Context: an optimization exercise on an open-source flow, tuned for small area, a short achievable clock period and few clock cycles per item. The choices shown serve that exercise and are no tape-out recipe.
Only simulation tests tie the RTL to the original design; equivalence was not proved.
The clock port is modelled as an ideal driver; clocking choices that lean on that would not hold on a real chip.
No activity file was given, so power comes from the tool's default toggle rates.

// cmu_assoc
module cmu_assoc #(
    parameter int LINE_WORDS_WIDTH = 2,
    parameter int SET_WIDTH        = 4
) (
    input  logic        clk,
    input  logic        rst,
    input  logic [31:0] addr_rw,
    input  logic        en_r,
    input  logic        en_w,
    input  logic [31:0] data_w,
    output logic [31:0] data_r,
    output logic        stall,
    output logic        mem_cs_o,
    output logic        mem_we_o,
    output logic [31:0] mem_addr_o,
    output logic [31:0] mem_data_o,
    input  logic [31:0] mem_data_i,
    input  logic        mem_ack_i,
    output logic [31:0] hit_cnt,
    output logic [31:0] miss_cnt
);
Size: ~14000 cells after synthesis, ~5300 flip-flops, about 260 I/O pins.
Settings: LEC_CHECK=0, CAP_MARGIN=20, CORE_MARGIN=2, CORE_UTILIZATION=40, CTS_BUF_LIST=sky130_fd_sc_hd__clkbuf_8, CTS_CLUSTER_DIAMETER=50, CTS_CLUSTER_SIZE=16, SETUP_SLACK_MARGIN=2.5, SLEW_MARGIN=20, TNS_END_PERCENT=5; clock period 9.0 ns.
standard.sh (not shown) runs the stock make flow with config.mk's settings and CLKGATE_MAP_FILE= SYNTH_SCRIPT=/design/flow/synth_recipe.tcl, a recipe that flattens the netlist after the stock synthesis.
==> flow/flow/run.sh <==
#!/bin/bash
# Own layout flow: the standard ORFS flow (standard.sh) with four extra
# make settings:
#   * DONT_USE_CELLS: the platform's list plus the OR cells, whose stacked
#     PMOS makes them slow; synthesis then builds ORs from NAND/NOR.
#   * MATCH_CELL_FOOTPRINT=0: timing repair may swap a cell for any cell
#     with the same function, not only one with the same footprint.
#   * BUFFER_PORTS_ARGS: every port still gets its buffer, a buf_1 (repair
#     sizes it up where timing needs) instead of the default delay cell.
#   * POST_CTS_TCL: flow/post_cts.tcl, two more setup repair passes over all
#     violating endpoints after the clock tree is built.
# Registers, their names and cell types are those of the standard synthesis.
# The make output of every step is kept in flow_make.log here; ORFS keeps
# each tool's own log under orfs/logs.
set -euo pipefail

PLATFORM_DONT_USE="sky130_fd_sc_hd__probe_p_8 sky130_fd_sc_hd__probec_p_8
sky130_fd_sc_hd__lpflow_bleeder_1
sky130_fd_sc_hd__lpflow_clkbufkapwr_1 sky130_fd_sc_hd__lpflow_clkbufkapwr_16
sky130_fd_sc_hd__lpflow_clkbufkapwr_2 sky130_fd_sc_hd__lpflow_clkbufkapwr_4
sky130_fd_sc_hd__lpflow_clkbufkapwr_8
sky130_fd_sc_hd__lpflow_clkinvkapwr_1 sky130_fd_sc_hd__lpflow_clkinvkapwr_16
sky130_fd_sc_hd__lpflow_clkinvkapwr_2 sky130_fd_sc_hd__lpflow_clkinvkapwr_4
sky130_fd_sc_hd__lpflow_clkinvkapwr_8
sky130_fd_sc_hd__lpflow_decapkapwr_12 sky130_fd_sc_hd__lpflow_decapkapwr_3
sky130_fd_sc_hd__lpflow_decapkapwr_4 sky130_fd_sc_hd__lpflow_decapkapwr_6
sky130_fd_sc_hd__lpflow_decapkapwr_8
sky130_fd_sc_hd__lpflow_inputiso0n_1 sky130_fd_sc_hd__lpflow_inputiso0p_1
sky130_fd_sc_hd__lpflow_inputiso1n_1 sky130_fd_sc_hd__lpflow_inputiso1p_1
sky130_fd_sc_hd__lpflow_inputisolatch_1
sky130_fd_sc_hd__lpflow_isobufsrc_1 sky130_fd_sc_hd__lpflow_isobufsrc_16
sky130_fd_sc_hd__lpflow_isobufsrc_2 sky130_fd_sc_hd__lpflow_isobufsrc_4
sky130_fd_sc_hd__lpflow_isobufsrc_8 sky130_fd_sc_hd__lpflow_isobufsrckapwr_16
sky130_fd_sc_hd__lpflow_lsbuf_lh_hl_isowell_tap_1
sky130_fd_sc_hd__lpflow_lsbuf_lh_hl_isowell_tap_2
sky130_fd_sc_hd__lpflow_lsbuf_lh_hl_isowell_tap_4
sky130_fd_sc_hd__lpflow_lsbuf_lh_isowell_4
sky130_fd_sc_hd__lpflow_lsbuf_lh_isowell_tap_1
sky130_fd_sc_hd__lpflow_lsbuf_lh_isowell_tap_2
sky130_fd_sc_hd__lpflow_lsbuf_lh_isowell_tap_4"

SLOW_OR="sky130_fd_sc_hd__or2_0 sky130_fd_sc_hd__or2_1 sky130_fd_sc_hd__or2_2
sky130_fd_sc_hd__or2_4 sky130_fd_sc_hd__or3_1 sky130_fd_sc_hd__or3_2
sky130_fd_sc_hd__or3_4 sky130_fd_sc_hd__or4_1 sky130_fd_sc_hd__or4_2
sky130_fd_sc_hd__or4_4 sky130_fd_sc_hd__or3b_1 sky130_fd_sc_hd__or3b_2
sky130_fd_sc_hd__or3b_4 sky130_fd_sc_hd__or4b_1 sky130_fd_sc_hd__or4b_2
sky130_fd_sc_hd__or4b_4 sky130_fd_sc_hd__or4bb_1 sky130_fd_sc_hd__or4bb_2
sky130_fd_sc_hd__or4bb_4"

DONT_USE=$(echo $PLATFORM_DONT_USE $SLOW_OR)

bash standard.sh "DONT_USE_CELLS=$DONT_USE" MATCH_CELL_FOOTPRINT=0 \
    "POST_CTS_TCL=$PWD/flow/post_cts.tcl" \
    "BUFFER_PORTS_ARGS=-buffer_cell sky130_fd_sc_hd__buf_1" finish \
    > flow_make.log 2>&1
test -s out/final.def
==> flow/flow/post_cts.tcl <==
# Extra setup repair after CTS (run by ORFS through POST_CTS_TCL): all
# violating endpoints, twice, then legalize the placement again.
estimate_parasitics -placement
repair_timing -setup -setup_margin 2.6 -repair_tns 100 -verbose
repair_timing -setup -setup_margin 2.6 -repair_tns 100 -verbose
detailed_placement
check_placement -verbose
Testbench counts at the start, summed over its fixed seeds: cycles 26,355, accesses 24,000.
Next try:
--- a/flow/flow/run.sh
+++ b/flow/flow/run.sh
@@ -1,3 +1,3 @@
 #!/bin/bash
-# Own layout flow: the standard ORFS flow (standard.sh) with four extra
+# Own layout flow: the standard ORFS flow (standard.sh) with three extra
 # make settings:
@@ -9,4 +9,2 @@
 #     sizes it up where timing needs) instead of the default delay cell.
-#   * POST_CTS_TCL: flow/post_cts.tcl, two more setup repair passes over all
-#     violating endpoints after the clock tree is built.
 # Registers, their names and cell types are those of the standard synthesis.
@@ -52,3 +50,2 @@
 bash standard.sh "DONT_USE_CELLS=$DONT_USE" MATCH_CELL_FOOTPRINT=0 \
-    "POST_CTS_TCL=$PWD/flow/post_cts.tcl" \
     "BUFFER_PORTS_ARGS=-buffer_cell sky130_fd_sc_hd__buf_1" finish \
- CAP_MARGIN: 20 -> 10
- SLEW_MARGIN: 20 -> 10
removed: flow/flow/post_cts.tcl
Outcome: Total power barely changes; synthesized area does not change; global-route usage falls by 0.56 points; non-clock buffer count falls by 57; clock skew rises by 0.039 ns; wire length falls by 0.86%; worst hold slack hardly moves; synthesized cell count stays the same.

## static timing again, ports no longer ideal
No port has a modelled driver above. Below, the same layouts with a new extraction and two added sets of constraints.
Step 1 sets driving cells, clkbuf_16 on the clock port and buf_2 on the other inputs (assumed; they add their load-dependent delay and slew).
Step 2, shift: input delay + t, output delay - t, t = (earliest + latest rising clock arrival at the registers) / 2. This alone moves slack from input paths to output paths.
Three values: no drivers, after step 1, after step 2; two values: the first two.
| run | shift t [ns] | setup slack, ns | worst register clock-pin slew, ns | worst slew at a driven data input, ns |
|---|---|---|---|---|
| the first run | 1.420 | 1.866 / 1.591 / 1.108 | 0.11 / 0.11 | 0.49 |
| the second run | 1.376 | 1.822 / 1.529 / 1.069 | 0.11 / 0.11 | 0.44 |
After both steps every run listed still meets setup and hold. The setup slack of the first run, which loses most, moves by -0.275 ns with the drivers and by -0.758 ns with both steps.
